This is an optimization exercise on Yosys and OpenROAD, whose aim is small area, not a production implementation. In this exercise RTL edits were held to simulation tests only and were not proved equivalent to the original. Power is estimated from default activity; no workload was simulated.

## flow/design.v

```verilog
`timescale 1ns/1ps
module fft_input_buffer (
   input  logic                clk,
   input  logic                rst_n,
   input  logic [15:0]         in_x,
   input  logic                in_nd,
   input  logic                load_go,     
   input  logic                loading,     
   input  logic [3:0]          ld_idx,      
   input  logic                ovf_ring,    
   output logic [15:0]         rd_data,     
   output logic                full,        
   output logic                overflow
);
   logic [15:0]         mem [16];
   logic [3:0]          wr_cnt;
   logic                wr_par;
   logic                rd_par;
   logic [3:0]          wr_addr;
   logic [3:0]          rd_addr;
   assign wr_addr = wr_par ? {wr_cnt[0], wr_cnt[1], wr_cnt[2], wr_cnt[3]} : wr_cnt;
   assign rd_addr = rd_par ? ld_idx : {ld_idx[0], ld_idx[1], ld_idx[2], ld_idx[3]};
   assign rd_data = mem[rd_addr];
   always_ff @(posedge clk) begin
      if (in_nd)
      begin
         mem[wr_addr] <= in_x;
      end
   end
   always_ff @(posedge clk or negedge rst_n) begin
      if (!rst_n)
      begin
         wr_cnt   <= '0;
         wr_par   <= 1'b0;
         rd_par   <= 1'b0;
         full     <= 1'b0;
         overflow <= 1'b0;
      end
      else
      begin
         if (in_nd)
         begin
            wr_cnt <= wr_cnt + 4'd1;
            if (ovf_ring | (full & ~load_go))
            begin
               overflow <= 1'b1;
            end
         end
         if (load_go)
         begin
            full <= 1'b0;
         end
         if (in_nd & (&wr_cnt))
         begin
            full   <= 1'b1;
            wr_par <= ~wr_par;
         end
         if (loading & (&ld_idx))
         begin
            rd_par <= ~rd_par;
         end
      end
   end
endmodule
`timescale 1ns/1ps
module fft_stage_control (
   input  logic                clk,
   input  logic                rst_n,
   input  logic                full,        
   output logic                load_go,
   output logic                loading,
   output logic [3:0]          ld_idx,
   output logic [1:0]          stage,
   output logic                wb,
   output logic                use_acc,
   output logic                w4_sel,
   output logic [3:0]          mstep_eff,
   output logic [2:0]          n_eff,
   output logic                out_start
);
   localparam logic [1:0] ST_IDLE = 2'd0;
   localparam logic [1:0] ST_LOAD = 2'd1;
   localparam logic [1:0] ST_COMP = 2'd2;
   logic [1:0]          st;
   logic [3:0]          phase;
   logic [2:0]          rot;
   logic [3:0]          mstep;
   logic [2:0]          nreg;
   logic                comp;
   logic                w4;
   logic                triv;
   logic                cap;
   logic                wbn;
   logic [3:0]          cap_ph;
   logic [3:0]          wb_ph;
   logic                cap_ok;
   logic [2:0]          last_rot;
   logic [2:0]          n_cap;
   assign comp    = (st == ST_COMP);
   assign load_go = full & (st == ST_IDLE);
   assign loading = load_go | (st == ST_LOAD);
   assign ld_idx  = (st == ST_LOAD) ? phase : 4'd0;
   function automatic logic [3:0] cap_phase(input logic s3, input logic [2:0] r);
      if (!s3)
      begin
         case (r[1:0])
            2'd0:    cap_phase = 4'd1;
            2'd1:    cap_phase = 4'd3;
            2'd2:    cap_phase = 4'd9;
            default: cap_phase = 4'd11;
         endcase
      end
      else
      begin
         case (r)
            3'd0:    cap_phase = 4'd1;
            3'd1:    cap_phase = 4'd2;
            3'd2:    cap_phase = 4'd3;
            3'd3:    cap_phase = 4'd5;
            3'd4:    cap_phase = 4'd6;
            default: cap_phase = 4'd7;
         endcase
      end
   endfunction
   assign cap_ph   = cap_phase(stage[0], rot);
   assign wb_ph    = cap_phase(stage[0], rot - 3'd1);
   assign last_rot = stage[1] ? (stage[0] ? 3'd6 : 3'd4) : 3'd0;
   assign cap_ok   = stage[1] & (rot != last_rot);
   assign cap      = comp & cap_ok & (phase == cap_ph);
   assign wbn      = comp & stage[1] & (rot != 3'd0) & (phase == wb_ph);
   assign n_cap    = stage[0] ? phase[2:0] : {phase[1:0], 1'b0};
   always_comb begin
      case (stage)
         2'd0:
         begin
            triv = ~phase[0];
            w4   = 1'b0;
         end
         2'd1:
         begin
            triv = ~phase[1];
            w4   = phase[0];
         end
         2'd2:
         begin
            triv = ~phase[2] & ~phase[0];
            w4   = phase[1];
         end
         default:
         begin
            triv = ~phase[3] & ~phase[1] & ~phase[0];
            w4   = phase[2];
         end
      endcase
   end
   assign wb        = comp & (((rot == 3'd0) & triv) | wbn);
   assign use_acc   = wbn;
   assign w4_sel    = w4 & ~wbn;
   assign mstep_eff = cap ? 4'd0 : mstep;
   assign n_eff     = cap ? n_cap : nreg;
   assign out_start = comp & (&phase) & (&stage) & (rot == last_rot);
   always_ff @(posedge clk or negedge rst_n) begin
      if (!rst_n)
      begin
         st    <= ST_IDLE;
         phase <= '0;
         stage <= '0;
         rot   <= '0;
         mstep <= '0;
         nreg  <= '0;
      end
      else
      begin
         phase <= phase + 4'd1;
         case (st)
            ST_IDLE:
            begin
               if (load_go)
               begin
                  st    <= ST_LOAD;
                  phase <= 4'd1;
               end
            end
            ST_LOAD:
            begin
               if (&phase)
               begin
                  st    <= ST_COMP;
                  stage <= 2'd0;
                  rot   <= 3'd0;
               end
            end
            default:
            begin
               if (&phase)
               begin
                  if (rot == last_rot)
                  begin
                     rot   <= 3'd0;
                     stage <= stage + 2'd1;
                     if (&stage)
                     begin
                        st <= ST_IDLE;
                     end
                  end
                  else
                  begin
                     rot <= rot + 3'd1;
                  end
               end
            end
         endcase
         mstep <= cap ? 4'd1 : mstep + 4'd1;
         if (cap)
         begin
            nreg <= n_cap;
         end
      end
   end
endmodule
`timescale 1ns/1ps
module twiddle_rom (
   input  logic [2:0]          n,
   input  logic                odd,
   input  logic                k7,
   output logic [8:0]          c_re,
   output logic [8:0]          c_im
);
   always_comb begin
      case ({n, k7, odd})
         5'b00100: begin c_re = 9'h03b; c_im = 9'h1e8; end
         5'b00101: begin c_re = 9'h018; c_im = 9'h03b; end
         5'b00110: begin c_re = 9'h189; c_im = 9'h02f; end
         5'b00111: begin c_re = 9'h1cf; c_im = 9'h189; end
         5'b01000: begin c_re = 9'h02d; c_im = 9'h1d3; end
         5'b01001: begin c_re = 9'h02d; c_im = 9'h02d; end
         5'b01010: begin c_re = 9'h1a5; c_im = 9'h059; end
         5'b01011: begin c_re = 9'h1a5; c_im = 9'h1a5; end
         5'b01100: begin c_re = 9'h018; c_im = 9'h1c5; end
         5'b01101: begin c_re = 9'h03b; c_im = 9'h018; end
         5'b01110: begin c_re = 9'h1cf; c_im = 9'h075; end
         5'b01111: begin c_re = 9'h189; c_im = 9'h1cf; end
         5'b10100: begin c_re = 9'h1e8; c_im = 9'h1c5; end
         5'b10101: begin c_re = 9'h03b; c_im = 9'h1e8; end
         5'b10110: begin c_re = 9'h02f; c_im = 9'h075; end
         5'b10111: begin c_re = 9'h189; c_im = 9'h02f; end
         5'b11000: begin c_re = 9'h1d3; c_im = 9'h1d3; end
         5'b11001: begin c_re = 9'h02d; c_im = 9'h1d3; end
         5'b11010: begin c_re = 9'h059; c_im = 9'h059; end
         5'b11011: begin c_re = 9'h1a5; c_im = 9'h059; end
         5'b11100: begin c_re = 9'h1c5; c_im = 9'h1e8; end
         5'b11101: begin c_re = 9'h018; c_im = 9'h1c5; end
         5'b11110: begin c_re = 9'h075; c_im = 9'h02f; end
         5'b11111: begin c_re = 9'h1cf; c_im = 9'h075; end
         default: begin c_re = 9'h000; c_im = 9'h000; end
      endcase
   end
endmodule
`timescale 1ns/1ps
module butterfly (
   input  logic                clk,
   input  logic [15:0]         a,
   input  logic [15:0]         b,
   input  logic                use_acc,     
   input  logic                w4,          
   input  logic [3:0]          mstep,       
   input  logic [2:0]          n,           
   input  logic                b_bit,       
   output logic [15:0]         sum,
   output logic [15:0]         dif
);
   logic [8:0]          c_re;
   logic [8:0]          c_im;
   logic                k7;
   logic [8:0]          acc_re;
   logic [8:0]          acc_im;
   logic [8:0]          acc_re_in;
   logic [8:0]          acc_im_in;
   logic [8:0]          nx_re;
   logic [8:0]          nx_im;
   assign k7    = &mstep[3:1];
   twiddle_rom u_tw (
      .n(n), .odd(mstep[0]), .k7(k7), .c_re(c_re), .c_im(c_im)
   );
   assign acc_re_in = (mstep == 4'd0) ? 9'd0 : acc_re;
   assign acc_im_in = (mstep == 4'd0) ? 9'd0 : acc_im;
   rca #(.W(9)) u_acc_re (
      .a(acc_re_in), .b(c_re & {9{b_bit}}), .ci(b_bit & k7), .s(nx_re));
   rca #(.W(9)) u_acc_im (
      .a(acc_im_in), .b(c_im & {9{b_bit}}), .ci(b_bit & k7), .s(nx_im));
   always_ff @(posedge clk) begin
      if (mstep[0] & ~mstep[3] | mstep[0] & ~mstep[2])
      begin
         acc_re <= {nx_re[8], nx_re[8:1]};
         acc_im <= {nx_im[8], nx_im[8:1]};
      end
      else
      begin
         acc_re <= nx_re;
         acc_im <= nx_im;
      end
   end
   logic signed [7:0]   a_re;
   logic signed [7:0]   a_im;
   logic signed [7:0]   b_re;
   logic signed [7:0]   b_im;
   logic signed [8:0]   q_re;
   logic signed [8:0]   q_im;
   logic [8:0]          s_re;
   logic [8:0]          s_im;
   logic [8:0]          d_re;
   logic [8:0]          d_im;
   assign a_re = a[7:0];
   assign a_im = a[15:8];
   assign b_re = b[7:0];
   assign b_im = b[15:8];
   always_comb begin
      if (use_acc)
      begin
         q_re = acc_re;
         q_im = acc_im;
      end
      else if (w4)
      begin
         q_re = 9'(b_im);
         q_im = 9'(b_re);
      end
      else
      begin
         q_re = 9'(b_re);
         q_im = 9'(b_im);
      end
   end
   logic [8:0]          qx_im;
   assign qx_im = q_im ^ {9{w4}};
   rca #(.W(9)) u_s_re (.a({a_re[7], a_re}), .b(q_re), .ci(1'b0), .s(s_re));
   rca #(.W(9)) u_d_re (.a({a_re[7], a_re}), .b(~q_re), .ci(1'b1), .s(d_re));
   rca #(.W(9)) u_s_im (.a({a_im[7], a_im}), .b(qx_im), .ci(w4), .s(s_im));
   rca #(.W(9)) u_d_im (.a({a_im[7], a_im}), .b(~qx_im), .ci(~w4), .s(d_im));
   assign sum = {s_im[8:1], s_re[8:1]};
   assign dif = {d_im[8:1], d_re[8:1]};
endmodule
module rca #(
   parameter int W = 8
) (
   input  logic [W-1:0]        a,
   input  logic [W-1:0]        b,
   input  logic                ci,
   output logic [W-1:0]        s
);
   logic [W:0]          c;
   assign c[0] = ci;
   for (genvar i = 0; i < W; i++)
   begin : g_bit
      assign s[i]   = a[i] ^ b[i] ^ c[i];
      assign c[i+1] = (a[i] & b[i]) | (a[i] & c[i]) | (b[i] & c[i]);
   end
endmodule
`timescale 1ns/1ps
module fft_work_memory (
   input  logic                clk,
   input  logic [1:0]          stage,       
   input  logic                ld_we,       
   input  logic [15:0]         ld_data,
   input  logic                wb,          
   input  logic [15:0]         sum,
   input  logic [15:0]         dif,
   input  logic [3:0]          mstep,       
   output logic [15:0]         a,           
   output logic [15:0]         b,           
   output logic                b_bit        
);
   logic [15:0]         R [16];
   assign a = R[0];
   always_comb begin
      case (stage)
         2'd0:    b = R[1];
         2'd1:    b = R[2];
         2'd2:    b = R[4];
         default: b = R[8];
      endcase
   end
   logic [15:0]         diag4;
   logic [15:0]         diag8;
   for (genvar j = 0; j < 16; j++)
   begin : g_diag
      assign diag4[j] = R[(20 - j) % 16][(j % 2) * 8 + j / 2];
      assign diag8[j] = R[(24 - j) % 16][(j % 2) * 8 + j / 2];
   end
   assign b_bit = stage[0] ? diag8[mstep] : diag4[mstep];
   always_ff @(posedge clk) begin
      for (int q = 0; q < 15; q++)
      begin
         R[q] <= R[q + 1];
      end
      R[15] <= R[0];
      if (ld_we)
      begin
         R[15] <= ld_data;
      end
      if (wb)
      begin
         R[15] <= sum;
         case (stage)
            2'd0:    R[0] <= dif;
            2'd1:    R[1] <= dif;
            2'd2:    R[3] <= dif;
            default: R[7] <= dif;
         endcase
      end
   end
endmodule
`timescale 1ns/1ps
module fft_output_buffer (
   input  logic                clk,
   input  logic                rst_n,
   input  logic                out_start,
   input  logic [15:0]         ring_word,
   input  logic                in_nd,
   input  logic                loading,
   output logic [15:0]         out_x,
   output logic                out_nd,
   output logic                ovf_ring
);
   logic [3:0]          ocnt;
   assign out_x = ring_word;
   assign ovf_ring = in_nd & out_nd & loading & ~(&ocnt);
   always_ff @(posedge clk or negedge rst_n) begin
      if (!rst_n)
      begin
         out_nd <= 1'b0;
         ocnt   <= '0;
      end
      else
      begin
         if (out_start)
         begin
            out_nd <= 1'b1;
            ocnt   <= '0;
         end
         else if (out_nd)
         begin
            ocnt <= ocnt + 4'd1;
            if (&ocnt)
            begin
               out_nd <= 1'b0;
            end
         end
      end
   end
endmodule
`timescale 1ns/1ps
module fft_dit_top (
   input  logic        clk,
   input  logic        rst_n,
   input  logic [15:0] in_x,
   input  logic        in_nd,
   output logic [15:0] out_x,
   output logic        out_nd,
   output logic        overflow
);
   logic                full;
   logic                load_go;
   logic                loading;
   logic [3:0]          ld_idx;
   logic [15:0]         ld_data;
   logic                ovf_ring;
   logic [1:0]          stage;
   logic                wb;
   logic                use_acc;
   logic                w4;
   logic [3:0]          mstep;
   logic [2:0]          n;
   logic                out_start;
   logic [15:0]         a;
   logic [15:0]         b;
   logic                b_bit;
   logic [15:0]         sum;
   logic [15:0]         dif;
   fft_input_buffer u_input (
      .clk(clk), .rst_n(rst_n), .in_x(in_x), .in_nd(in_nd),
      .load_go(load_go), .loading(loading), .ld_idx(ld_idx), .ovf_ring(ovf_ring),
      .rd_data(ld_data), .full(full), .overflow(overflow)
   );
   fft_stage_control u_ctrl (
      .clk(clk), .rst_n(rst_n), .full(full), .load_go(load_go),
      .loading(loading), .ld_idx(ld_idx), .stage(stage), .wb(wb),
      .use_acc(use_acc), .w4_sel(w4), .mstep_eff(mstep),
      .n_eff(n), .out_start(out_start)
   );
   fft_work_memory u_work (
      .clk(clk), .stage(stage), .ld_we(loading), .ld_data(ld_data),
      .wb(wb), .sum(sum), .dif(dif), .mstep(mstep), .a(a), .b(b),
      .b_bit(b_bit)
   );
   butterfly u_bf (
      .clk(clk), .a(a), .b(b), .use_acc(use_acc), .w4(w4),
      .mstep(mstep), .n(n), .b_bit(b_bit),
      .sum(sum), .dif(dif)
   );
   fft_output_buffer u_output (
      .clk(clk), .rst_n(rst_n), .out_start(out_start), .ring_word(a),
      .in_nd(in_nd), .loading(loading), .out_x(out_x), .out_nd(out_nd),
      .ovf_ring(ovf_ring)
   );
endmodule
```

## flow/run.sh

```bash
#!/bin/bash
# synth_recipe.tcl (not shown) runs the flow's synth.tcl, then flattens the netlist and writes it again
# the make line also repeats each setting of config.mk as NAME=value (left out here)
make -C /OpenROAD-flow-scripts/flow DESIGN_CONFIG=/design/flow/config.mk WORK_HOME=/design/flow/orfs CLKGATE_MAP_FILE= SYNTH_SCRIPT=/design/flow/synth_recipe.tcl finish
```

## flow/config.mk

```make
export PLATFORM = sky130hd
export DESIGN_NAME = fft_dit_top
export DESIGN_NICKNAME = fft_dit_top
export VERILOG_FILES = /design/flow/design.v
export SDC_FILE = /design/flow/constraint.sdc
export NUM_CORES = 4
export LEC_CHECK = 0
export CAP_MARGIN = 20
export CORE_MARGIN = 2
export CORE_UTILIZATION = 40
export CTS_BUF_LIST = sky130_fd_sc_hd__clkbuf_4
export SLEW_MARGIN = 20
```

## flow/constraint.sdc

```tcl
create_clock -name core_clock -period 10.0 [get_ports {clk}]
set_input_delay 2.0000 -clock core_clock [delete_from_list [all_inputs] [get_ports {clk}]]
set_output_delay 2.0000 -clock core_clock [all_outputs]
set_load 0.01 [all_outputs]
```

==> results.txt, run 1 <==
- Clock tree synthesis selected as its root buffer the cell sky130_fd_sc_hd__clkbuf_4.
* Pleak: 9.80 nW
* Number of instances in the placed design: 2449
* TritonCTS clock tree: yes
- Setup repair after global routing missed its margin: no
* Fraction of post-synthesis cell area in the top cell type by area: 34.6%
- Synth Area per Inst: 12.7 um2
- After layout, the minimum clock period comes to 7.75 ns.
- Once detail routing completed, the nets flagged for antenna violations numbered 0.
* H-tree levels: 4
* Critical path buffers and inverters: 2
- After synthesis the cells add up to 22200 um2.
* Crit share post-route: 77.5%
- Vias per Instance: 5.34
- Counting the buffers created by CTS gives 142.
- Cell internal power was estimated by the tool at 4.32 mW.
* Maximum fanout count along the critical path: 15
* Port Buffer Count: 36
- The worst setup path is launched from a flip-flop.
* Cells after Synth: 1752
- Die Height: 240 um
- The endpoint identified for the worst register-to-register timing path is u_bf.acc_im[7].
- The critical path is of the reg -> reg type.
- Maximum capacitance violations: 0
- For this run, the share of the core covered by cells in the final layout is 45.5%.
* Clock-pin transition on the worst setup and hold timing paths: 0.06 ns
- Setup Viol. Count Final: 0
* Actual transition at the worst max-transition pin: 1.14 ns
- In this run, distinct cell masters in the synthesized netlist total 75.
- Area of the core region: 55000 um2
* Most common cell after layout, fill and taps aside: sky130_fd_sc_hd__dfxtp_1
- In this run the critical register-to-register path is launched from u_ctrl.rot[1].
* Sum of negative setup slack: 0 ns
- Clock tree skew after final layout: 0.0406 ns
- Once the clock tree was built, the setup fixing pass inserted 0 buffers.
- For the worst setup path, the data arrival time is 8.51 ns.
- In the global route stage, overall resource usage came out at 19.6%.
- Detailed Route Iter0 Violations: 1045
* Total power density per cell area: 234 nW/um2
- Row Count: 86
* Cell type with the highest aggregate area in the netlist: sky130_fd_sc_hd__edfxtp_1
* Slack of the worst reg-to-reg path: 2.25 ns
* Clock latency reported for the late side of the worst-skew pair: 0.88 ns
* Overflow after GRT: 0
- Status: no timing/DRC/antenna violations
- Die Footprint: 57400 um2
- Summed over all nets, the switching power comes to 1.53 mW.
* Logic gate share of total power: 13.0%
- Total power for the finished layout comes to 5.85 mW.
- On the worst path, the slowest cell contributes a delay of 0.51 ns.
* Critical path data required time: 10.75 ns
- In this run switching power makes up 26.1% of total power.
* Layout-stage area growth over the synthesis result: 12.7%
- Setup slack on the critical path of the routed design comes to 2.25 ns.
- Drt first pass iters: 7
- Number of global-route vias before repair: 14.5k
* Portion of the post-synthesis area used by sequential elements: 62.8%
* Number of fillers in the final layout: 4952
- The total count of hold-check failures in the final report came to 0.
- Hold repair after CTS inserted 0 buffers.
* Dominant cell type by count on the critical path: sky130_fd_sc_hd__fa_1
* Estimated wirelength of the detail-placed design: 32000 um
- The worst hold path belongs to the class reg -> reg.
- Total number of vias: 14.3k
* Number of antenna violations at the first check in global routing: 3
* Leading register cell type out of synthesis: sky130_fd_sc_hd__dfxtp_1
- Across the whole layout, storage elements account for 13900 um2.
- The first global-routing pass estimated 84400 um of wire.
- Register bit total from synthesis: 561
* Clock group share of total power: 32.9%
- Counting flops with an async set or reset pin after synthesis yields a share of 5.53%.
- Master of the slowest instance on the critical path: sky130_fd_sc_hd__dfrtp_1
- Power share of the sequential group: 54.1%
- Final nets: 1931
- Routed len/inst: 20.7 um
- Cells on worst reg2reg path: 22
* Clock Path Buffers: 3
- After clock tree synthesis, the repair step resized 0 gates.
- Number of enable flip-flop cells after synthesis: 256
* First element of the critical path: u_ctrl.rot[1]
- The number of nets in the synthesized netlist is 1838.
- 37 I/O pins were placed.
- DRT Wirelength: 55600 um
* Critical Path Stages: 22
- VDD sags by at most 0.000134 V.
- Share of final-layout standard cells stronger than drive strength 1: 19.2%
- The die is 240 um wide.
- In the final layout, the multi-input gates occupy 7630 um2.
- In this run the worst setup path terminates at u_bf.acc_im[7].
* Critical path, cell by cell: inv_1 -> ha_1 -> nor3_1 -> or3b_1 -> and4_1 -> nand4_1 -> nand2_1 -> inv_1 -> ha_1 -> o22ai_1 -> o21ba_2 -> fa_1 -> fa_1 -> fa_1 -> fa_1 -> fa_1 -> fa_1 -> fa_1 -> fa_1 -> xor2_1 -> nand3_1 -> o221a_2
* Highest clock rate: 129 MHz
* Synth top area cells: sky130_fd_sc_hd__edfxtp_1, sky130_fd_sc_hd__dfxtp_1, sky130_fd_sc_hd__nand2_1
* Pin count of the biggest net entering global routing: 81
- Counting every sink on the clock net gives 561.
* Cell Count, Final, Fillers Out: 2682
- The worst pin sits at a relative slew slack of 23.5%.
- After detailed routing, the number of remaining DRC violations is 0.
- The count of final max-slew check failures was 0.
* Total of warnings raised by yosys: 7
- On the critical path the largest part of the delay comes from adder cells.
* Type of destination of the critical path: flip-flop
- The library cells used most frequently in the layout, excluding fill and tap cells, are sky130_fd_sc_hd__dfxtp_1, sky130_fd_sc_hd__edfxtp_1, sky130_fd_sc_hd__nand2_1, sky130_fd_sc_hd__clkbuf_4, sky130_fd_sc_hd__a211oi_1.
- Initial cell density of the core: 40.4%
- Setup WS pre-CTS: 2.22 ns
- The congestion estimate from routability-driven global placement came to 0.850.
-- state kept, by name (all words and copies together), names as in the netlist --
| signal | count |
|---|---|
| u_input.wr_par | 1 |
| u_input.full | 1 |
| u_bf.acc_im | 9 |
| u_ctrl.rot | 3 |
| u_ctrl.stage | 2 |
| u_input.rd_par | 1 |
| u_ctrl.nreg | 3 |
| u_ctrl.mstep | 4 |
| u_input.mem | 256 |
| u_input.wr_cnt | 4 |
| u_input.overflow | 1 |
| u_output.ocnt | 4 |
| u_ctrl.phase | 4 |
| u_ctrl.st | 2 |
| u_output.out_nd | 1 |
| u_work.R | 256 |
| u_bf.acc_re | 9 |
-- final cells by class --
type	instances	share of cell area, %
Clock inverter	37	1.20
Antenna cell	2	0.0200
Timing Repair Buffer	68	2.38
Tap cell	748	3.74
Sequential cell	561	55.7
Inverter	39	0.590
Clock buffer	194	5.82
Multi-Input combinational cell	1033	30.5
-- worst min path at each step --
stage | from | to | slack [ns] | depth (start not counted)
after global routing | u_work.R[6][12] | u_work.R[5][12] | 0.31 | 0
after global placement | u_work.R[7][3] | u_work.R[6][3] | 0.31 | 0
after detailed placement | u_work.R[11][3] | u_work.R[10][3] | 0.31 | 0
after CTS | u_work.R[6][12] | u_work.R[5][12] | 0.30 | 0
after floorplan | u_work.R[11][0] | u_work.R[10][0] | 0.31 | 0
final | u_work.R[6][12] | u_work.R[5][12] | 0.30 | 0
-- per-layer routing --
metal  GRT usage (%)  wire (um)  vias up
met3            5.27       3500      101
li1                -          -     6686
met2            33.1      27600      456
met4            7.01       1120        2
met5               0         16        -
met1            24.0      23300     7080
-- logic make-up after synthesis --
logic type / count (synthesis) / synth area share (%)
buf+inv: 158 / 3.15
mux: 107 / 6.24
compound gates: 359 / 11.4
xor+xnor: 30 / 1.18
simple gates: 470 / 9.96
fa+ha+maj: 67 / 5.26
flops: 561 / 62.8
-- cells in the mapped netlist (16+ instances only) --
master                     count
sky130_fd_sc_hd__dfxtp_1     274
sky130_fd_sc_hd__edfxtp_1    256
sky130_fd_sc_hd__nand2_1     236
sky130_fd_sc_hd__a211oi_1    101
sky130_fd_sc_hd__clkbuf_1     85
sky130_fd_sc_hd__and3_1       81
sky130_fd_sc_hd__a21oi_1      58
sky130_fd_sc_hd__nor2_1       55
sky130_fd_sc_hd__o21ai_0      47
sky130_fd_sc_hd__mux2_2       45
sky130_fd_sc_hd__fa_1         44
sky130_fd_sc_hd__a31oi_1      37
sky130_fd_sc_hd__a311oi_1     34
sky130_fd_sc_hd__inv_1        34
sky130_fd_sc_hd__dfrtp_1      31
sky130_fd_sc_hd__mux2i_1      27
sky130_fd_sc_hd__mux2_4       24
sky130_fd_sc_hd__ha_1         23
sky130_fd_sc_hd__nand3_1      20
sky130_fd_sc_hd__xnor2_1      17
sky130_fd_sc_hd__a222oi_1     16
-- stage by stage --
stage          cell area, um2  hold slack [ns]
2_1_floorplan           22200            0.310
3_3_place_gp            23300            0.310
3_5_place_dp            23300            0.312
4_1_cts                 25000            0.298
5_1_grt                 25000            0.313
6_report                25000            0.296
-- power by group through the flow --
stage	sequential (mW)	clock (mW)	combinational [mW]
finish	3.16	1.93	0.760
global route	3.21	2.10	0.843
CTS	3.17	1.98	0.765
detailed placement	3.21	0	0.758
global placement	3.19	0	0.742
floorplan	3.11	0	0.540
==> run 2: changes to the inputs <==
--- a/flow/config.mk
+++ b/flow/config.mk
@@ -8,5 +8,4 @@
 export CAP_MARGIN = 20
 export CORE_MARGIN = 2
 export CORE_UTILIZATION = 40
-export CTS_BUF_LIST = sky130_fd_sc_hd__clkbuf_4
 export SLEW_MARGIN = 20
==> results.txt, run 2 <==
- Status: no timing/DRC/antenna violations
* Final Hold Violating Endpoints: 0 (unchanged)
- The number of buffers on the longest clock path is 3 (unchanged).
- Io pins: 37 (unchanged)
- The routability congestion estimate from global placement was 0.850 (unchanged).
- Number of global-route vias before repair: 13.7k (-5.1%)
- Met2 layer usage reported by global route: 32.8% (-0.33 points)
* Routed len/inst: 21.4 um (+3.4%)
* Clock latency reported for the late side of the worst-skew pair: 0.60 ns (-0.28 ns)
- Highest clock rate: 128 MHz (-0.61%)
- The count of flip-flops with a built-in enable after synthesis is 256 (unchanged).
- Share of final-layout standard cells stronger than drive strength 1: 13.3% (-5.9 points)
- Setup Fix Bufs, Post-CTS: 0 (unchanged)
- H-tree levels: 2 (-2)
* Leading register cell type out of synthesis: sky130_fd_sc_hd__dfxtp_1
* Number of buffers created by CTS: 54 (-62%)
- Global-route usage over all layers: 19.1% (-0.51 points)
* Total power density per cell area: 237 nW/um2 (+1.6%)
- The global routing stage identified its most utilized layer as met2.
* Slew Limit Fails: 0 (unchanged)
* Maximum capacitance violations: 0 (unchanged)
- The final critical delay including setup and external delays came to 7.80 ns (+0.0479 ns).
- The register bit total from synthesis came to 561 (unchanged).
- The met1 routing resource usage after global routing came to 24.2% (+0.18 points).
* Library cell with the highest instance count after synthesis: sky130_fd_sc_hd__dfxtp_1
- Estimated wirelength of the detail-placed design: 32000 um (unchanged)
- Number of antenna violations at the first check in global routing: 3 (unchanged)
- The biggest fanout along the worst timing path was 15 (unchanged).
- Overflow after GRT: 0 (unchanged)
* Cells after Synth: 1752 (unchanged)
- The worst setup skew after layout came to 0.0218 ns (-0.0187 ns).
- The post-placement cell area is 23300 um2 (unchanged).
- The share of the cycle needed by the critical path after routing was 78.0% (+0.48 points).
- Critical path, cell by cell: inv_1 -> ha_1 -> nor3_1 -> or3b_1 -> and4_1 -> nand4_1 -> nand2_1 -> inv_1 -> ha_1 -> o22ai_1 -> o21ba_2 -> fa_1 -> fa_1 -> fa_1 -> fa_1 -> fa_1 -> fa_1 -> fa_1 -> fa_1 -> xor2_1 -> nand3_1 -> o221a_2
- The total nets after synthesis is 1838 (unchanged).
- Clock-pin transition on the worst setup and hold timing paths: 0.06 ns (about the same)
* Total area of multi-input combinational cells: 7630 um2 (unchanged)
- The combined buffer and inverter count along the critical path is 2 (unchanged).
- Critical path data required time: 10.48 ns (-0.27 ns)
* Root buffer cell: sky130_fd_sc_hd__clkbuf_16
* Detailed Route Iter0 Violations: 1029 (-1.5%)
- Layout-stage area growth over the synthesis result: 12.7% (about the same)
- Most numerous cell types in the synthesized netlist: sky130_fd_sc_hd__dfxtp_1, sky130_fd_sc_hd__edfxtp_1, sky130_fd_sc_hd__nand2_1
- Dominant cell type by count on the critical path: sky130_fd_sc_hd__fa_1
- The via-per-instance ratio is 5.41 (+1.3%).
- Die Height: 240 um (unchanged)
- Commonest non-fill, non-tap cells in the layout: sky130_fd_sc_hd__dfxtp_1, sky130_fd_sc_hd__edfxtp_1, sky130_fd_sc_hd__nand2_1, sky130_fd_sc_hd__a211oi_1, sky130_fd_sc_hd__and3_1
- Number of hold buffers added after cts: 0 (unchanged)
- Area of the core region: 55000 um2 (unchanged)
- The net count of the finished layout is 1843 (-4.6%).
- Type of destination of the critical path: flip-flop
- The count of yosys warnings during synthesis came to 7 (unchanged).
- Number of fillers in the final layout: 4877 (-1.5%)
* Total number of vias: 13.8k (-3.8%)
- The post-synthesis cell type count was 75 (unchanged).
- Maximum VDD drop: 0.000157 V (+18%)
* Synth Area per Inst: 12.7 um2 (unchanged)
- Yosys attributes the largest share of cell area to sky130_fd_sc_hd__edfxtp_1, sky130_fd_sc_hd__dfxtp_1, sky130_fd_sc_hd__nand2_1.
- The pin count of the biggest net entering global routing came to 81 (unchanged).
* Worst setup path category: reg -> reg
- The kind of cell with the highest combined delay along the critical path is adder cells.
- Sum of negative setup slack: 0 ns (unchanged)
- The worst path arrival time came to 8.28 ns (-0.23 ns).
* Synthesized cell area: 22200 um2 (unchanged)
- Largest registers in the final layout: u_input.mem: 256 flops, u_work.R: 256 flops
- Type of element launching the critical path: flip-flop
- The pin slew with the least headroom to its limit was 1.12 ns (-0.0191 ns).
* Sink count of the clock tree: 561 (unchanged)
- Die Footprint: 57400 um2 (unchanged)
- Setup Viol. Count Final: 0 (unchanged)
* Final standard cell area without fillers: 25000 um2 (about the same)
- The DRC violation count after routing was 0 (unchanged).
- The share of the synthesized area in the top cell type came to 34.6% (unchanged).
- DRT Wirelength: 54500 um (-1.8%)
- Initial cell density of the core: 40.4% (unchanged)
- Cell type with the highest aggregate area in the netlist: sky130_fd_sc_hd__edfxtp_1
- Drt first pass iters: 6 (-1)
* Most common cell after layout, fill and taps aside: sky130_fd_sc_hd__dfxtp_1
* TritonCTS clock tree: yes
- Pleak: 9.62 nW (-1.8%)
- Post-CTS resize count: 0 (unchanged)
* Number of nets with antenna violations after routing: 0 (unchanged)
* Area occupied by registers: 13900 um2 (unchanged)
- In this run the worst hold path is classified as reg -> reg.
* Met3 track utilization from global routing: 3.60% (-1.7 points)
- The proportion of register bits with asynchronous set or reset after synthesis was 5.53% (unchanged).
- The maximum single-stage delay on the critical path was 0.51 ns (about the same).
* Setup repair after global routing missed its margin: no
- The wire length of the first global-routing pass is 82700 um (-2.0%).
- The number of port buffers is 36 (unchanged).
* Portion of the post-synthesis area used by sequential elements: 62.8% (unchanged)
* Width of the die: 240 um (unchanged)
* Master of the slowest instance on the critical path: sky130_fd_sc_hd__dfrtp_1
* Slew margin rel.: 25.2% (+1.7 points)
- The standard-cell row count was 86 (unchanged).
-- run 2: where the power goes --
group          leakage (nW)  total [mW]  internal (mW)  switching [mW]
registers              5.01        3.16           2.97           0.191
clock network         0.857        2.02           1.17           0.856
logic                  3.75       0.756          0.328           0.429
-- run 2: worst paths after layout --
| kind | endpoint | cells after the start | slack, ns | startpoint |
|---|---|---|---|---|
| min in group asynchronous | u_ctrl.nreg[0] | 1 | 1.48 | rst_n |
| max | u_bf.acc_im[7] | 22 | 2.20 | u_ctrl.rot[1] |
| min | u_work.R[14][14] | 0 | 0.32 | u_work.R[15][14] |
| max in group asynchronous | u_ctrl.mstep[1] | 1 | 8.03 | rst_n |
| min reg2reg | u_work.R[14][14] | 0 | 0.32 | u_work.R[15][14] |
| max reg2reg | u_bf.acc_im[7] | 22 | 2.20 | u_ctrl.rot[1] |
-- run 2: layer usage --
metal / vias to the layer above / part of all wire (%)
met5: - / 0.046
met4: 4 / 2.3
met3: 90 / 5.0
met2: 343 / 50
met1: 6908 / 43
li1: 6439 / -
-- run 2: layout make-up --
type,count,area share [%]
flip-flops and latches,561,55.8
multi-input cells,1033,30.5
clock buffers,74,6.11
well taps,748,3.74
repair buffers,68,2.38
clock inverters,23,0.895
inverters,39,0.590
diodes,1,0.0100
-- run 2: metrics by stage --
stage	util [%]	hold WS, ns	power (mW)	setup slack [ns]	cells
floorplan	-	0.310	3.65	2.99	1752
detailed placement	42.3	0.312	3.96	2.22	2449
global route	45.5	0.323	6.21	1.66	2547
global placement	42.3	0.310	3.93	2.35	2449
finish	45.5	0.316	5.94	2.20	2547
CTS	45.5	0.323	5.99	2.20	2546
-- run 2: worst register-to-register path, delay by kind of cell, from the launching register on --
| kind | cells | cell delay (ns) |
|---|---|---|
| AOI/OAI and AO/OA | 3 | 0.48 |
| xor gates and xnor gates | 1 | 0.27 |
| adders and majority gates | 10 | 4.31 |
| buffers and inverters | 2 | 0.37 |
| DFF | 1 | 0.51 |
| and+or+nand+nor | 6 | 1.75 |
-- run 2: cell families after synthesis --
group / Yosys count / share of synthesized area [%]
flops: 561 / 62.8
buf+inv: 158 / 3.15
mux: 107 / 6.24
compound gates: 359 / 11.4
xor+xnor: 30 / 1.18
fa+ha+maj: 67 / 5.26
simple gates: 470 / 9.96
==> run 3: changes to the inputs <==
--- a/flow/design.v
+++ b/flow/design.v
@@ -162,60 +162,59 @@
    always_ff @(posedge clk or negedge rst_n) begin
       if (!rst_n)
       begin
-         st    <= ST_IDLE;
-         phase <= '0;
-         stage <= '0;
-         rot   <= '0;
-         mstep <= '0;
-         nreg  <= '0;
+         st <= ST_IDLE;
       end
       else
       begin
-         phase <= phase + 4'd1;
          case (st)
             ST_IDLE:
             begin
                if (load_go)
                begin
-                  st    <= ST_LOAD;
-                  phase <= 4'd1;
+                  st <= ST_LOAD;
                end
             end
             ST_LOAD:
             begin
                if (&phase)
                begin
-                  st    <= ST_COMP;
-                  stage <= 2'd0;
-                  rot   <= 3'd0;
+                  st <= ST_COMP;
                end
             end
             default:
             begin
-               if (&phase)
+               if ((&phase) & (&stage) & (rot == last_rot))
                begin
-                  if (rot == last_rot)
-                  begin
-                     rot   <= 3'd0;
-                     stage <= stage + 2'd1;
-                     if (&stage)
-                     begin
-                        st <= ST_IDLE;
-                     end
-                  end
-                  else
-                  begin
-                     rot <= rot + 3'd1;
-                  end
+                  st <= ST_IDLE;
                end
             end
          endcase
-         mstep <= cap ? 4'd1 : mstep + 4'd1;
-         if (cap)
+      end
+   end
+   always_ff @(posedge clk) begin
+      phase <= load_go ? 4'd1 : phase + 4'd1;
+      if ((st == ST_LOAD) & (&phase))
+      begin
+         stage <= 2'd0;
+         rot   <= 3'd0;
+      end
+      else if (comp & (&phase))
+      begin
+         if (rot == last_rot)
+         begin
+            rot   <= 3'd0;
+            stage <= stage + 2'd1;
+         end
+         else
          begin
-            nreg <= n_cap;
+            rot <= rot + 3'd1;
          end
       end
+      mstep <= cap ? 4'd1 : mstep + 4'd1;
+      if (cap)
+      begin
+         nreg <= n_cap;
+      end
    end
 endmodule
 `timescale 1ns/1ps
@@ -429,24 +428,18 @@
       if (!rst_n)
       begin
          out_nd <= 1'b0;
-         ocnt   <= '0;
       end
-      else
+      else if (out_start)
       begin
-         if (out_start)
-         begin
-            out_nd <= 1'b1;
-            ocnt   <= '0;
-         end
-         else if (out_nd)
-         begin
-            ocnt <= ocnt + 4'd1;
-            if (&ocnt)
-            begin
-               out_nd <= 1'b0;
-            end
-         end
+         out_nd <= 1'b1;
       end
+      else if (&ocnt)
+      begin
+         out_nd <= 1'b0;
+      end
+   end
+   always_ff @(posedge clk) begin
+      ocnt <= out_start ? 4'd0 : ocnt + 4'd1;
    end
 endmodule
 `timescale 1ns/1ps
--- a/flow/config.mk
+++ b/flow/config.mk
@@ -8,4 +8,7 @@
 export CAP_MARGIN = 20
 export CORE_MARGIN = 2
 export CORE_UTILIZATION = 40
+export CTS_BUF_LIST = sky130_fd_sc_hd__clkbuf_16
+export CTS_CLUSTER_DIAMETER = 60
+export CTS_CLUSTER_SIZE = 30
 export SLEW_MARGIN = 20
==> results.txt, run 3 <==
- The number of antenna violations at the first check in global routing is 1 (-2).
* Number of buffers created by CTS: 36 (-33%)
* Slew Limit Fails: 0 (unchanged)
- Maximum fanout count along the critical path: 14 (-1)
- Clock latency reported for the late side of the worst-skew pair: 0.59 ns (about the same)
- The reg-to-reg setup timing slack was 1.68 ns (-0.52 ns).
- The total count of hold-check failures in the final report came to 0 (unchanged).
- The post-cts hold buffer count is 0 (unchanged).
- Slew margin rel.: 31.6% (+6.3 points)
- Die Footprint: 56500 um2 (-1.5%)
* Worst setup path category: reg -> reg
- The share of post-route cells with drive strength above 1 is 14.9% (+1.5 points).
* Type of element launching the critical path: flip-flop
- Final critical-path required period: 8.32 ns (+0.519 ns)
- The count of flip-flops with a built-in enable after synthesis came to 256 (unchanged).
* Estimated wirelength of the detail-placed design: 30100 um (-5.8%)
* Synth top area cells: sky130_fd_sc_hd__edfxtp_1, sky130_fd_sc_hd__dfxtp_1, sky130_fd_sc_hd__mux2_2
- STA classifies the critical path endpoint as a flip-flop.
- Ranked by instance count, the synthesized netlist is headed by sky130_fd_sc_hd__dfxtp_1, sky130_fd_sc_hd__edfxtp_1, sky130_fd_sc_hd__nand2_1.
- Detailed Route Iter0 Violations: 895 (-13%)
- Cell type with the highest aggregate area in the netlist: sky130_fd_sc_hd__edfxtp_1
- Final routed DRC violation total: 0 (unchanged)
- The final routed wire length divided by cell count came to 20.5 um (-4.1%).
* Post-synthesis net count: 1775 (-3.4%)
- Row Count: 85 (-1.2%)
* Register bit total from synthesis: 561 (unchanged)
* Last weighted congestion value of the routability-driven placer: 0.777 (-8.6%)
* DRT Wirelength: 49600 um (-9.0%)
- Total number of vias: 12.9k (-6.7%)
* Io pins: 37 (unchanged)
- Port Buffer Count: 36 (unchanged)
- Count of different cell masters after synthesis: 71 (-5.3%)
* Vias per Instance: 5.32 (-1.7%)
- H-tree levels: 2 (unchanged)
- For hold timing, the worst endpoint is u_work.R[12][1].
- The number of cells produced by synthesis is 1689 (-3.6%).
- Number of nets with antenna violations after routing: 0 (unchanged)
- TritonCTS clock tree: yes
- In the post-synthesis netlist, the cell with the most instances is sky130_fd_sc_hd__dfxtp_1.
- The worst setup skew after layout is 0.0309 ns (+0.00909 ns).
* Cells on worst reg2reg path: 21 (-4.5%)
- Width of the die: 238 um (-0.76%)
- The setup TNS after final layout came to 0 ns (unchanged).
- Number of global-route vias before repair: 12.9k (-6.2%)
- Root buffer cell: sky130_fd_sc_hd__clkbuf_16
* Actual transition at the worst max-transition pin: 1.02 ns (-0.101 ns)
- Area of the core region: 53900 um2 (-1.9%)
- Crit share post-route: 83.2% (+5.2 points)
- Total of warnings raised by yosys: 7 (unchanged)
- Most common cell after layout, fill and taps aside: sky130_fd_sc_hd__dfxtp_1
- The clock transition at the register clock pins on the worst setup and hold paths after CTS is 0.10 ns (+0.04 ns).
* Maximum VDD drop: 0.000165 V (+5.1%)
* Status: no timing/DRC/antenna violations
* Fraction of post-synthesis cell area in the top cell type by area: 35.2% (+0.54 points)
- The data required time of the critical path is 10.47 ns (about the same).
* Pin count of the biggest net entering global routing: 94 (+16%)
- Synth Area per Inst: 12.9 um2 (+2.1%)
* Pleak: 9.12 nW (-5.2%)
- The initial standard-cell utilization of the core came to 40.5% (+0.17 points).
- Type of the worst min-delay path: reg -> reg
- The net count of the finished layout is 1782 (-3.3%).
- Commonest non-fill, non-tap cells in the layout: sky130_fd_sc_hd__dfxtp_1, sky130_fd_sc_hd__edfxtp_1, sky130_fd_sc_hd__nand2_1, sky130_fd_sc_hd__mux2_2, sky130_fd_sc_hd__nor2_1
- The wire length of the first global-routing pass is 76100 um (-8.0%).
- Setup Fix Bufs, Post-CTS: 0 (unchanged)
* Hold Crit Start: u_work.R[13][1]
* Startpoint of the worst-slack reg-to-reg timing path: u_ctrl.stage[0]
- The worst path arrival time came to 8.80 ns (+0.52 ns).
* Clock Path Buffers: 3 (unchanged)
* Total power density per cell area: 232 nW/um2 (-2.1%)
* Global-route usage over all layers: 17.6% (-1.4 points)
- Layout-stage area growth over the synthesis result: 11.5%
- The vertical die dimension is 238 um (-0.76%).
- The final setup violation count came to 0 (unchanged).
- The cell area after synthesis is 21900 um2 (-1.5%).
- Largest registers in the final layout: u_input.mem: 256 flops, u_work.R: 256 flops
* Highest clock rate: 120 MHz (-6.2%)
- Overflow after GRT: 0 (unchanged)
- The cell count of the worst hold path is 0 (unchanged).
* Leading register cell type out of synthesis: sky130_fd_sc_hd__dfxtp_1
- Power after layout: 5.66 mW (-4.6%)
* Post-CTS resize count: 0 (unchanged)
* Setup repair after global routing missed its margin: no
- Maximum capacitance violations: 0 (unchanged)
* Sink count of the clock tree: 561 (unchanged)
- Share of async-settable or async-resettable flops after synthesis: 1.96% (-3.6 points)
* Reg-to-Reg End: u_bf.acc_im[7]
- Drt first pass iters: 7 (+1)
- Portion of the post-synthesis area used by sequential elements: 63.3% (+0.52 points)
==> run 3: routing by layer <==
layer | vias to the layer above | wire, um | track usage, %
li1 | 6127 | - | -
met1 | 6386 | 22500 | 23.7
met2 | 278 | 23400 | 29.3
met3 | 73 | 2570 | 3.10
met4 | 2 | 1110 | 4.96
met5 | - | 11 | 0
==> run 3: layout make-up <==
cell class,count,area (um2)
timing repair buffer,69,608
clock inverter,26,460
antenna,1,2.50
clock buffer,37,926
inverter,36,135
sequential,561,13800
fill,4835,29500
tap,696,871
multi-input combinational,992,7520
==> run 3: stage by stage <==
stage               hold slack [ns]  util, %  worst slack (ns)  instances  cell area, um2
floorplan                     0.310        -              2.82       1689           21900
global placement              0.310     42.6              1.52       2354           23000
detailed placement            0.312     42.6              1.40       2354           23000
CTS                           0.317     45.2              1.42       2417           24400
global route                  0.312     45.2              1.13       2417           24400
finish                        0.315     45.2              1.68       2418           24400
==> run 3: where the power goes <==
group	leakage [nW]	switching (mW)	internal [mW]
clock	0.653	0.911	0.785
combinational	3.55	0.431	0.338
sequential	4.91	0.208	2.99
total	9.12	1.55	4.11
==> run 3: worst max-delay path by stage <==
stage                               start        endpoint  slack, ns
final                     u_ctrl.stage[0]  u_bf.acc_im[7]       1.68
after global routing        u_ctrl.rot[1]  u_bf.acc_im[7]       1.13
after CTS                 u_ctrl.stage[0]  u_bf.acc_im[7]       1.42
after detailed placement    u_ctrl.rot[1]  u_bf.acc_im[7]       1.40
after global placement      u_ctrl.rot[1]  u_bf.acc_im[7]       1.52
after floorplan             u_ctrl.rot[1]  u_bf.acc_im[7]       2.82
==> run 3: critical path: stages, from the launching register on <==
cell,delay [ns]
sky130_fd_sc_hd__dfxtp_1,0.72
sky130_fd_sc_hd__ha_1,0.35
sky130_fd_sc_hd__xor2_1,0.16
sky130_fd_sc_hd__nor3_1,0.15
sky130_fd_sc_hd__nand4b_1,0.34
sky130_fd_sc_hd__nor4_4,0.77
sky130_fd_sc_hd__mux2i_2,0.72
sky130_fd_sc_hd__inv_2,0.27
sky130_fd_sc_hd__a21oi_1,0.27
sky130_fd_sc_hd__o22a_1,0.15
sky130_fd_sc_hd__a21oi_1,0.09
sky130_fd_sc_hd__fa_1,0.44
sky130_fd_sc_hd__fa_1,0.46
sky130_fd_sc_hd__fa_1,0.46
sky130_fd_sc_hd__fa_1,0.46
sky130_fd_sc_hd__fa_1,0.46
sky130_fd_sc_hd__fa_1,0.46
sky130_fd_sc_hd__fa_1,0.47
sky130_fd_sc_hd__fa_1,0.45
sky130_fd_sc_hd__xor2_1,0.18
sky130_fd_sc_hd__xnor2_1,0.13
sky130_fd_sc_hd__mux2_2,0.26
==> run 3: kinds of logic (layout without fill, tap and decap cells) <==
family | count (synthesis) | after routing | share of synthesized area (%)
other cells | 0 | 1 | 0
mux | 154 | 154 | 8.61
compound gates | 324 | 324 | 10.1
xor+xnor | 32 | 32 | 1.28
buf+inv | 136 | 168 | 2.58
simple gates | 415 | 415 | 8.69
fa+ha+maj | 67 | 67 | 5.35
flops | 561 | 561 | 63.3
==> run 4: changes to the inputs <==
--- a/flow/config.mk
+++ b/flow/config.mk
@@ -8,7 +8,7 @@
 export CAP_MARGIN = 20
 export CORE_MARGIN = 2
 export CORE_UTILIZATION = 40
-export CTS_BUF_LIST = sky130_fd_sc_hd__clkbuf_16
-export CTS_CLUSTER_DIAMETER = 60
-export CTS_CLUSTER_SIZE = 30
+export CTS_BUF_LIST = sky130_fd_sc_hd__clkbuf_8
+export CTS_CLUSTER_DIAMETER = 50
+export CTS_CLUSTER_SIZE = 18
 export SLEW_MARGIN = 20
==> results.txt, run 4 <==
- Status: no timing/DRC/antenna violations
- In this run the clock root is driven by a sky130_fd_sc_hd__clkbuf_8.
- The net count of the finished layout came to 1792 (+0.56%).
- Post-synthesis net count: 1775 (unchanged)
- Share of final-layout standard cells stronger than drive strength 1: 15.3% (+0.41 points)
- The number of max-cap violations is 0 (unchanged).
* Share of async-settable or async-resettable flops after synthesis: 1.96% (unchanged)
- Leading register cell type out of synthesis: sky130_fd_sc_hd__dfxtp_1
* Area of the core region: 53900 um2 (unchanged)
* Startpoint of the worst-slack reg-to-reg timing path: u_ctrl.stage[0]
- Placed cell area: 23000 um2 (unchanged)
- Actual transition at the worst max-transition pin: 1.01 ns (-0.00703 ns)
- Pleak: 8.95 nW (-1.9%)
- The register bit total from synthesis is 561 (unchanged).
- The number of cells produced by synthesis is 1689 (unchanged).
- The number of gates resized after CTS was 0 (unchanged).
- The x dimension of the die came to 238 um (unchanged).
- Total number of vias: 12.9k (+0.47%)
- Leaving out fill and tap cells, the most frequent cell in the layout is sky130_fd_sc_hd__dfxtp_1.
- Critical path, cell by cell: ha_1 -> xor2_1 -> nor3_1 -> nand4b_1 -> nor4_4 -> mux2i_2 -> inv_2 -> a21oi_1 -> o22a_1 -> a21oi_1 -> fa_1 -> fa_1 -> fa_1 -> fa_1 -> fa_1 -> fa_1 -> fa_1 -> fa_1 -> xor2_1 -> xnor2_1 -> mux2_2
* Slack of the worst reg-to-reg path: 1.67 ns (about the same)
- Final Hold Violating Endpoints: 0 (unchanged)
- TritonCTS built the clock tree.
- Layout-stage area growth over the synthesis result: 9.56%
- The startpoint identified for the worst hold timing path is u_work.R[13][1].
* Setup Viol. Count Final: 0 (unchanged)
- Library cell with the highest instance count after synthesis: sky130_fd_sc_hd__dfxtp_1
- The cell count after placement is 2354 (unchanged).
- The worst setup path is captured at a flip-flop.
* Critical path buffers and inverters: 1 (unchanged)
* Synthesized cell area: 21900 um2 (unchanged)
* Last weighted congestion value of the routability-driven placer: 0.777 (unchanged)
- Final critical-path required period: 8.33 ns (+0.00578 ns)
* Sink count of the clock tree: 561 (unchanged)
* First element of the critical path: u_ctrl.stage[0]
- Global-route wire length before repair: 76200 um (about the same)
- Count of different cell masters after synthesis: 71 (unchanged)
- The via-per-instance ratio was 5.32 (about the same).
- The total CTS buffers was 46 (+28%).
- Clock tree skew after final layout: 0.0286 ns (-0.00230 ns)
* Critical path data required time: 10.54 ns (+0.07 ns)
- The overall die area was 56500 um2 (unchanged).
* Drt first pass iters: 5 (-2)
* Largest registers in the final layout: u_input.mem: 256 flops, u_work.R: 256 flops
* Pin count of the biggest net entering global routing: 94 (unchanged)
- Setup Fix Bufs, Post-CTS: 0 (unchanged)
- H-tree levels: 2 (unchanged)
- Total power density per cell area: 222 nW/um2 (-4.5%)
- Maximum cell stage delay along the critical path: 0.79 ns (+0.02 ns)
- The peak clock frequency supported by timing is 120 MHz (about the same).
- The number of top-level pins came to 37 (unchanged).
- Type of element launching the critical path: flip-flop
- DRT Wirelength: 49600 um (about the same)
- The final non-filler cell area was 24000 um2 (-1.7%).
* Final routed DRC violation total: 0 (unchanged)
* Type of the worst min-delay path: reg -> reg
* Maximum VDD drop: 0.000132 V (-20%)
- The total half-perimeter wirelength after legalization and detailed placement came to 30100 um (unchanged).
- Counting stages on the worst path, the most repeated cell is sky130_fd_sc_hd__fa_1.
- The number of cells in the finished layout apart from fillers is 2431 (+0.54%).
- Number of global-route vias before repair: 12.9k (unchanged)
- The count of flip-flops with a built-in enable after synthesis is 256 (unchanged).
- Overflow after GRT: 0 (unchanged)
* Port Buffer Count: 36 (unchanged)
- Initial cell density of the core: 40.5% (unchanged)
* Fraction of post-synthesis cell area in the top cell type by area: 35.2% (unchanged)
* Number of hold buffers added after cts: 0 (unchanged)
- The worst slew slack as a fraction of its limit came to 32.4% (+0.88 points).
- Row Count: 85 (unchanged)
* Setup repair after global routing missed its margin: no
- Cell type with the highest aggregate area in the netlist: sky130_fd_sc_hd__edfxtp_1
* Clock-pin transition on the worst setup and hold timing paths: 0.10 ns (about the same)
* Clock latency reported for the late side of the worst-skew pair: 0.66 ns (+0.07 ns)
- The setup TNS after final layout was 0 ns (unchanged).
- Crit share post-route: 83.3% (about the same)
- The average size of a mapped cell was 12.9 um2 (unchanged).
- The number of buffers on the longest clock path was 3 (unchanged).
- The final routed wire length divided by cell count is 20.4 um (-0.53%).
* Global-route usage over all layers: 17.6% (about the same)
- In this design, the largest share of critical-path delay is due to adder cells.
- Maximum fanout count along the critical path: 14 (unchanged)
- The number of design-rule violations left by the first detailed-router iteration came to 958 (+7.0%).
- Worst setup path category: reg -> reg
- Most numerous cell types in the synthesized netlist: sky130_fd_sc_hd__dfxtp_1, sky130_fd_sc_hd__edfxtp_1, sky130_fd_sc_hd__nand2_1
- Portion of the post-synthesis area used by sequential elements: 63.3% (unchanged)
- Synth top area cells: sky130_fd_sc_hd__edfxtp_1, sky130_fd_sc_hd__dfxtp_1, sky130_fd_sc_hd__mux2_2
- Worst hold-check slack: 0.326 ns (+0.0105 ns)
* Master of the slowest instance on the critical path: sky130_fd_sc_hd__nor4_4
- Leaving out fill and tap cells, the most frequent cells in the layout are sky130_fd_sc_hd__dfxtp_1, sky130_fd_sc_hd__edfxtp_1, sky130_fd_sc_hd__nand2_1, sky130_fd_sc_hd__mux2_2, sky130_fd_sc_hd__nor2_1.
- The number of antenna violations at the first check in global routing came to 1 (unchanged).
- The worst path arrival time came to 8.86 ns (+0.06 ns).
- The remaining antenna violation count is 0 (unchanged).
- Total of warnings raised by yosys: 7 (unchanged)
- Slew Limit Fails: 0 (unchanged)
* Die Height: 238 um (unchanged)
## run 4: cell counts after synthesis
Identical to the previous run, type by type.
## run 4: power by group
group          switching (mW)  internal, mW
combinational           0.430         0.338
clock                   0.799         0.550
sequential              0.207          2.99
## run 4: final timing paths
path / to / cells past startpoint
min in group asynchronous: u_input.overflow / 1
worst min-delay path: u_work.R[12][1] / 0
worst max-delay path: u_bf.acc_im[7] / 21
max in group asynchronous: u_input.wr_cnt[0] / 1
worst min register to register: u_work.R[12][1] / 0
worst max register to register: u_bf.acc_im[7] / 21
## run 4: cell type report
class,instances,area (um2)
inverter,36,135
tap,696,871
fill,4887,30000
antenna,1,2.50
clock buffer,47,647
clock inverter,29,319
sequential,561,13800
timing repair buffer,69,608
multi-input combinational,992,7520
## run 4: metrics by stage
step | setup slack (ns) | power [mW] | util (%)
finish | 1.67 | 5.32 | 44.4
global route | 1.13 | 5.59 | 44.4
CTS | 1.40 | 5.37 | 44.4
detailed placement | 1.40 | 4.03 | 42.6
global placement | 1.52 | 3.99 | 42.6
floorplan | 2.82 | 3.69 | -
## run 4: layer usage
layer  wire [um]  track usage [%]  up-vias  share of wire (%)
li1            -                -     6150                  -
met1       22400             23.8     6425                 45
met2       23500             28.9      274                 47
met3        2600             3.23       76                5.2
met4        1150             5.49        2                2.3
met5          11                0        -              0.022
## run 4: worst register-to-register path: stages (launching register included)
cell                       delay, ns
sky130_fd_sc_hd__dfxtp_1        0.71
sky130_fd_sc_hd__ha_1           0.35
sky130_fd_sc_hd__xor2_1         0.16
sky130_fd_sc_hd__nor3_1         0.15
sky130_fd_sc_hd__nand4b_1       0.35
sky130_fd_sc_hd__nor4_4         0.79
sky130_fd_sc_hd__mux2i_2        0.73
sky130_fd_sc_hd__inv_2          0.27
sky130_fd_sc_hd__a21oi_1        0.26
sky130_fd_sc_hd__o22a_1         0.15
sky130_fd_sc_hd__a21oi_1        0.09
sky130_fd_sc_hd__fa_1           0.44
sky130_fd_sc_hd__fa_1           0.46
sky130_fd_sc_hd__fa_1           0.46
sky130_fd_sc_hd__fa_1           0.46
sky130_fd_sc_hd__fa_1           0.46
sky130_fd_sc_hd__fa_1           0.46
sky130_fd_sc_hd__fa_1           0.47
sky130_fd_sc_hd__fa_1           0.45
sky130_fd_sc_hd__xor2_1         0.18
sky130_fd_sc_hd__xnor2_1        0.13
sky130_fd_sc_hd__mux2_2         0.26
## run 4: logic make-up after synthesis
family,share of synthesized area [%]
mux,8.61
buf+inv,2.58
fa+ha+maj,5.35
simple gates,8.69
compound gates,10.1
xor+xnor,1.28
flops,63.3

## what the ideal ports hide
How much do the figures lean on ideal ports? The routed layouts below were timed once more, with nothing changed but the port constraints. Step 1 (the two cells are an assumption about what drives the block):
set clk [get_ports {clk}]
set_driving_cell -lib_cell sky130_fd_sc_hd__clkbuf_16 $clk
set_driving_cell -lib_cell sky130_fd_sc_hd__buf_2 [delete_from_list [all_inputs] $clk]
Step 2 adds t to the input delays and takes it off the output delays; t is the mean of the earliest and latest rising clock arrival at the registers after step 1. Input paths then give back, and output paths get back, about the clock's delay inside the block. Slacks: ideal / step 1 / step 2; pairs: ideal / step 1.
run	shift t [ns]	setup WS [ns]	hold WS [ns]	cell pins on the clock port's net
run 1	0.911	2.246 / 2.246 / 2.246	0.296 / 0.296 / 0.296	1
run 2	0.647	2.198 / 2.198 / 2.198	0.316 / 0.316 / 0.316	1
run 3	0.629	1.680 / 1.680 / 1.680	0.315 / 0.315 / 0.315	1
run 4	0.695	1.674 / 1.674 / 1.674	0.326 / 0.326 / 0.326	1
After both steps every run listed still meets setup and hold.
